Background: an optimization exercise with open tools, aiming at small area, a short achievable clock period and few clock cycles per item. Do not read the settings as production practice. Function was checked by simulation only, so behaviour that the tests miss may differ from the original. The clock port is modelled as an ideal driver, which makes a skipped or thinned clock tree look cheaper than it is; a real chip needs a root buffer or a tree. Power is estimated from default activity; no workload was simulated.

Setup of wip/xenon:
Design pool_buffer_top, start of the top module:
module pool_buffer_top (
    input  wire                           clk,
    input  wire                           rst_n,
    input  wire                           in_valid,
    input  wire pool_buffer_pkg::pixel_vec_t in_data,
    output logic                          in_ready,
    output logic                          out_valid,
    input  wire                           out_ready,
    output pool_buffer_pkg::window_beat_t out_beat
);
    localparam int DEPTH = 6 + 1;
    localparam logic [$clog2(((6 / 2) * (4 / 2)))-1:0] WIN_LAST = $clog2(((6 / 2) * (4 / 2)))'(((6 / 2) * (4 / 2)) - 1);
    logic [$clog2(((6 / 2) * (4 / 2)))-1:0]     win;
    logic                        r0;
    logic                        c0;
    logic                        br_q;
    logic                        last_q;
    logic                        accept;
    logic [$clog2(((6 / 2) * (4 / 2)))-1:0]     win_next;
    logic                        r0_next;
  ...
Size: about 900 flip-flops, ~650 I/O pins.
==> flow/config.mk <==
export PLATFORM = sky130hd
export DESIGN_NAME = pool_buffer_top
export DESIGN_NICKNAME = pool_buffer_top
export VERILOG_FILES = /design/flow/design.v
export SDC_FILE = /design/flow/constraint.sdc
export NUM_CORES = 4
export LEC_CHECK = 0
export CAP_MARGIN = 20
export CORE_MARGIN = 2
export CORE_UTILIZATION = 70
export PLACE_DENSITY = 0.8
export SETUP_SLACK_MARGIN = 2.0
export SLEW_MARGIN = 20
==> flow/constraint.sdc <==
create_clock -name core_clock -period 4.0 [get_ports {clk}]
set_input_delay 0.8000 -clock core_clock [delete_from_list [all_inputs] [get_ports {clk}]]
set_output_delay 0.8000 -clock core_clock [all_outputs]
set_load 0.01 [all_outputs]
standard.sh (not shown) runs the stock make flow with config.mk's settings and CLKGATE_MAP_FILE= SYNTH_SCRIPT=/design/flow/synth_recipe.tcl, a recipe that flattens the netlist after the stock synthesis.
==> flow/flow/run.sh <==
#!/bin/bash
# The standard layout (standard.sh, unchanged synthesis) with two changes:
# - the port buffers are buf_1 cells instead of the cell buffer_ports picks
#   by itself (repair_timing upsizes those on critical paths);
# - flow/pre_cts.tcl builds the clock tree (two buffer stages from the clock
#   port to every register) and the flip-flop enable buffer tree.
# Full make output goes to flow_make.log; each ORFS step also keeps its own
# log under orfs/logs.
set -euo pipefail
here=$(pwd)
bash standard.sh "BUFFER_PORTS_ARGS=-buffer_cell sky130_fd_sc_hd__buf_1" \
  "PRE_CTS_TCL=$here/flow/pre_cts.tcl" finish > flow_make.log 2>&1
==> flow/flow/pre_cts.tcl <==
# Replaces TritonCTS with a directly built two-level clock tree, and rebuilds
# the buffer tree of the flip-flop enables as two balanced levels clustered
# like the clock leaves (my_cts.tcl). The rest of ORFS's CTS step
# (legalisation, setup and hold repair) runs as usual.
source [file join [file dirname [info script]] my_cts.tcl]
rename clock_tree_synthesis __orfs_clock_tree_synthesis
proc clock_tree_synthesis { args } {
  my_build_clock_tree 30 4 sky130_fd_sc_hd__buf_12
  set_propagated_clock [all_clocks]
  my_build_enable_tree sky130_fd_sc_hd__buf_4 sky130_fd_sc_hd__buf_16 4
}
Other scripts of this flow, unchanged in this note and not shown: flow/flow/my_cts.tcl
Testbench counts of wip/xenon, summed over its fixed seeds: cycles 1,536, frames 64.
The inputs of wip/ember differ from those of wip/xenon as listed below.
- CORE_ASPECT_RATIO newly set to 0.25
- SETUP_SLACK_MARGIN changed from 2.0 to 2.05
--- a/flow/flow/pre_cts.tcl
+++ b/flow/flow/pre_cts.tcl
@@ -8,4 +8,4 @@
   my_build_clock_tree 30 4 sky130_fd_sc_hd__buf_12
   set_propagated_clock [all_clocks]
-  my_build_enable_tree sky130_fd_sc_hd__buf_4 sky130_fd_sc_hd__buf_16 4
+  my_build_enable_tree sky130_fd_sc_hd__buf_2 sky130_fd_sc_hd__buf_16 4
 }
==> comparison <==
Compared with wip/xenon, wip/ember improves estimated wirelength of the detail-placed design.
Number of failing setup endpoints in the final timing report of wip/ember is on par with wip/xenon.
Peak supply drop shrinks by a few percent when moving from wip/xenon to wip/ember.
wip/ember vs wip/xenon — cell count rose 1.2%.
In the tables for wip/xenon and wip/ember, hold slack reads higher with wip/xenon.
First-iteration DRC count improves in wip/ember relative to wip/xenon.
Inputs modified between wip/ember and wip/tundra:
- changing SETUP_SLACK_MARGIN from 2.05 to 2.0
==> comparison <==
Any difference in power between wip/ember and wip/tundra is small enough to ignore. Wire length went up slightly going from wip/ember to wip/tundra. Between wip/ember and wip/tundra, the die area figures differ only marginally. [compare] base=wip/ember new=wip/tundra: clock period minus final worst setup slack went up, share of cell area taken by flip-flops and latches did not really move.
In every run of this note, the design's own scripts or RTL, not TritonCTS, make the clock network.

what the ideal ports hide:
Ports are ideal in the flow. The routed layouts listed here were re-timed in OpenROAD.
Step 1: set_driving_cell puts a clkbuf_16 on clk and a buf_2 on each other input, an assumption about the parent block.
Step 2 also shifts input and output timing later by t, the mid clock arrival at the registers, as if the neighbouring blocks saw the same clock.
Slacks: ideal / step 1 / step 2; pairs: ideal / step 1.
| run | shift t [ns] | setup slack, ns | hold WS [ns] |
|---|---|---|---|
| wip/xenon | 0.471 | 2.015 / 1.940 / 1.975 | 0.323 / 0.233 / 0.398 |
| wip/ember | 0.476 | 2.045 / 2.005 / 1.742 | 0.312 / 0.238 / 0.407 |
| wip/tundra | 0.478 | 2.021 / 1.962 / 1.657 | 0.311 / 0.236 / 0.407 |
After both steps every run listed still meets setup and hold. The setup slack of wip/tundra, which loses most, moves by -0.059 ns with the drivers and by -0.364 ns with both steps.
